Background: an optimization exercise with open tools, aiming at small area and a short achievable clock period. Do not read the settings as production practice. Where RTL was checked, it was by simulation tests only, not by an equivalence proof against the original.

==> flow/design.v (excerpt) <==
module mul_div_unit #(
    parameter int WIDTH   = 32,
    parameter int MUL_LAT = 5,
    parameter int DIV_LAT = 10
) (
    input  logic             clk,
    input  logic             reset,
    input  logic             start,
    input  logic [2:0]       op,
    input  logic [WIDTH-1:0] a,
    input  logic [WIDTH-1:0] b,
    input  logic             flush,
    output logic             busy,
    output logic             done,
    output logic [WIDTH-1:0] hi,
    output logic [WIDTH-1:0] lo
);
    logic [31:0] x;
    logic [33:0] ph;
    logic [31:0] pl;
    logic        f_div, f_sgn, neg_a;
    logic [3:0]  cnt;
    logic        run;             
    logic        m_last, d_first, d_last;    
    logic [34:0] xs;              
    logic        d_neg;           
    assign d_neg = f_sgn & x[31];
    assign xs    = {{3{d_neg}}, x};
    logic [34:0] ain [0:4];
    logic [34:0] pp  [0:3];
    logic [34:0] sum [0:3];
    logic [3:0]  qb, rneg;
    logic [3:0]  c_one, c_two, c_neg;
    assign ain[0] = {ph[33], ph};
    for (genvar k = 0; k < 4; k++) begin : g_row
        if (k == 0) begin : g_n0
            assign rneg[k] = c_neg[k];
        end else begin : g_nk
            assign rneg[k] = c_neg[k] ^ (f_div & ~qb[k-1]);
        end
        assign pp[k] = (({35{c_one[k]}} & xs) | ({35{c_two[k]}} & {xs[33:0], 1'b0}))
                     ^ {35{rneg[k]}};
        logic co_unused;
  ...
==> module mul_div_unit, before the edit <==
module mul_div_unit #(
    parameter int WIDTH   = 32,
    parameter int MUL_LAT = 5,
    parameter int DIV_LAT = 10
) (
    input  logic             clk,
    input  logic             reset,
    input  logic             start,
    input  logic [2:0]       op,
    input  logic [WIDTH-1:0] a,
    input  logic [WIDTH-1:0] b,
    input  logic             flush,
    output logic             busy,
    output logic             done,
    output logic [WIDTH-1:0] hi,
    output logic [WIDTH-1:0] lo
);
    logic [31:0] x;
    logic [33:0] ph;
    logic [31:0] pl;
    logic        f_div, f_sgn, neg_a;
    logic [3:0]  cnt;
    logic        run;             
    logic        m_last, d_first, d_last;    
    logic [34:0] xs;              
    logic        d_neg;           
    assign d_neg = f_sgn & x[31];
    assign xs    = {{3{d_neg}}, x};
    logic [34:0] ain [0:4];
    logic [34:0] pp  [0:3];
    logic [34:0] sum [0:3];
    logic [3:0]  qb, rneg;
    logic [3:0]  c_one, c_two, c_neg;
    assign ain[0] = {ph[33], ph};
    for (genvar k = 0; k < 4; k++) begin : g_row
        if (k == 0) begin : g_n0
            assign rneg[k] = c_neg[k];
        end else begin : g_nk
            assign rneg[k] = c_neg[k] ^ (f_div & ~qb[k-1]);
        end
        assign pp[k] = (({35{c_one[k]}} & xs) | ({35{c_two[k]}} & {xs[33:0], 1'b0}))
                     ^ {35{rneg[k]}};
        logic co_unused;
        if (k < 0) begin : g_fast
            add35_ks u_add (.a(ain[k]), .b(pp[k]), .ci(rneg[k]), .s(sum[k]), .co(co_unused));
        end else begin : g_small
            add35_bk u_add (.a(ain[k]), .b(pp[k]), .ci(rneg[k]), .s(sum[k]), .co(co_unused));
        end
        assign qb[k]    = ~sum[k][34];
        assign ain[k+1] = f_div ? {sum[k][33:0], pl[30-k]}
                                : {{2{sum[k][34]}}, sum[k][34:2]};
    end
    function automatic logic [2:0] booth(input logic [2:0] t);    
        booth[2] = t[1] ^ t[0];
        booth[1] = (t[2] & ~t[1] & ~t[0]) | (~t[2] & t[1] & t[0]);
        booth[0] = t[2];
    endfunction
    logic [8:0]  nb;              
    logic        n_div, n_dneg;
    always_comb begin
        if (!run) begin
            nb     = {a[7:0], 1'b0};
            n_div  = op[1];
            n_dneg = ~op[0] & b[31];
        end else begin
            nb     = (cnt == 4'd3) ? {6'd0, neg_a, neg_a, pl[7]} : pl[15:7];
            n_div  = f_div;
            n_dneg = d_neg;
        end
    end
    always_ff @(posedge clk) begin
        for (int k = 0; k < 4; k++) begin
            logic [2:0] bc;
            if (!n_div)
                bc = booth(nb[2*k +: 3]);
            else if (k == 0 && run && cnt == 4'd8)
                bc = {1'b0, ~qb[3], n_dneg};            
            else if (k == 0 && run && !d_first)
                bc = {2'b10, n_dneg ^ qb[3]};           
            else
                bc = {2'b10, ~n_dneg};                  
            c_one[k] <= bc[2];
            c_two[k] <= bc[1];
            c_neg[k] <= bc[0];
        end
    end
    function automatic logic [31:0] cneg(input logic [31:0] v, input logic en);
        logic [31:0] below;
        below[0] = 1'b0;
        for (int i = 1; i < 32; i++) below[i] = below[i-1] | v[i-1];
        cneg = v ^ ({32{en}} & below);
    endfunction
    logic [31:0] pl_abs;
    logic        neg_q, bz;
    assign pl_abs = cneg(pl, neg_a);
    assign neg_q  = neg_a ^ d_neg;
    assign bz     = (x == 32'd0);
    logic last;
    assign last = f_div ? d_last : m_last;
    always_ff @(posedge clk) begin
        if (!run) begin
            x       <= b;
            ph      <= '0;
            pl      <= a;
            f_div   <= op[1];
            f_sgn   <= ~op[0];
            neg_a   <= ~op[0] & a[31];
            cnt     <= '0;
            m_last  <= 1'b0;
            d_first <= 1'b1;
            d_last  <= 1'b0;
        end else begin
            cnt     <= cnt + 4'd1;
            m_last  <= (cnt == 4'd3);
            d_first <= 1'b0;
            d_last  <= (cnt == 4'd8);
            if (!f_div) begin
                ph <= ain[4][33:0];
                pl <= {sum[3][1:0], sum[2][1:0], sum[1][1:0], sum[0][1:0], pl[31:8]};
            end else if (d_first) begin
                ph <= {33'd0, pl_abs[31]};
                pl <= pl_abs;
            end else begin
                ph <= ain[4][33:0];
                pl <= {pl[27:0], qb[0], qb[1], qb[2], qb[3]};
            end
        end
    end
    always_ff @(posedge clk or posedge reset) begin
        if (reset) begin
            run  <= 1'b0;
        end else if (!run) begin
            run  <= start & ~flush & ~op[2];
        end else begin
            run  <= ~flush & ~last;
        end
    end
    always_ff @(posedge clk or posedge reset) begin
        if (reset) begin
            busy <= 1'b0;
            done <= 1'b0;
            hi   <= '0;
            lo   <= '0;
        end else begin
            done <= 1'b0;
            if (!run) begin
                if (start && !flush) begin
                    if (!op[2]) busy <= 1'b1;
                    else if (op[1:0] == 2'b00) hi <= a;
                    else if (op[1:0] == 2'b01) lo <= a;
                end
            end else if (flush) begin
                busy <= 1'b0;
            end else if (last) begin
                busy <= 1'b0;
                done <= 1'b1;
                if (!f_div) begin
                    hi <= sum[0][31:0];
                    lo <= pl;
                end else begin
                    hi <= cneg(sum[0][32:1], neg_a);
                    lo <= bz ? 32'hFFFF_FFFF : cneg(pl, neg_q);
                end
            end
        end
    end
endmodule
Settings: LEC_CHECK=0, ABC_AREA=1, CAP_MARGIN=20, CORE_MARGIN=2, CORE_UTILIZATION=40, SLEW_MARGIN=20; clock period 90.0 ns.
standard.sh (not shown) runs the stock make flow with config.mk's settings and CLKGATE_MAP_FILE= SYNTH_SCRIPT=/design/flow/synth_recipe.tcl, a recipe that flattens the netlist after the stock synthesis.
==> flow/flow/run.sh <==
#!/bin/bash
# The standard layout (standard synthesis included), with the port
# buffers made from the smallest plain buffer instead of the default cell.
set -euo pipefail
bash standard.sh BUFFER_PORTS_ARGS="-buffer_cell sky130_fd_sc_hd__buf_1" finish > standard.log 2>&1
Next try:
--- a/flow/design.v
+++ b/flow/design.v
@@ -42,5 +42,5 @@
                      ^ {35{rneg[k]}};
         logic co_unused;
-        if (k < 0) begin : g_fast
+        if (k < 1) begin : g_fast
             add35_ks u_add (.a(ain[k]), .b(pp[k]), .ci(rneg[k]), .s(sum[k]), .co(co_unused));
         end else begin : g_small
=>
- global-route usage grows by 0.40 points
- fmax shrinks by about 1.3%
- wire length grows by about 6%
- die area grows by 3.5%
- synthesized cell count grows by 7.3%
- worst hold slack is better by 0.015 ns
- sequential share of layout area shrinks by 0.70 points
- worst setup slack is worse by 0.26 ns
- cell count grows by 6.1%
- area after synthesis grows by 3.6%
- cell area grows by 3.3%
- non-clock buffer count stays the same
Function not checked in the second run of this note: the RTL went through the layout flow alone.

re-timing with driven ports:
Ports are ideal in the flow. The routed layouts listed here were re-timed in OpenROAD. Step 1, drivers: a clkbuf_16 drives clk and a buf_2 each remaining input, both assumed. Step 2, shift: input delay + t, output delay - t, t = (earliest + latest rising clock arrival at the registers) / 2. This alone moves slack from input paths to output paths. Three values: no drivers, after step 1, after step 2; two values: the first two.
| run | shift t [ns] | slack for setup (ns) | latest minus earliest clock arrival (ns) |
|---|---|---|---|
| the first run | 0.529 | 70.849 / 70.804 / 70.347 | 0.020 / 0.020 |
| the second run | 0.532 | 70.589 / 70.623 / 70.090 | 0.021 / 0.021 |
After both steps every run listed still meets setup and hold. For the first run, which loses most, drivers alone change the setup slack by -0.045 ns; drivers and shift together by -0.502 ns.
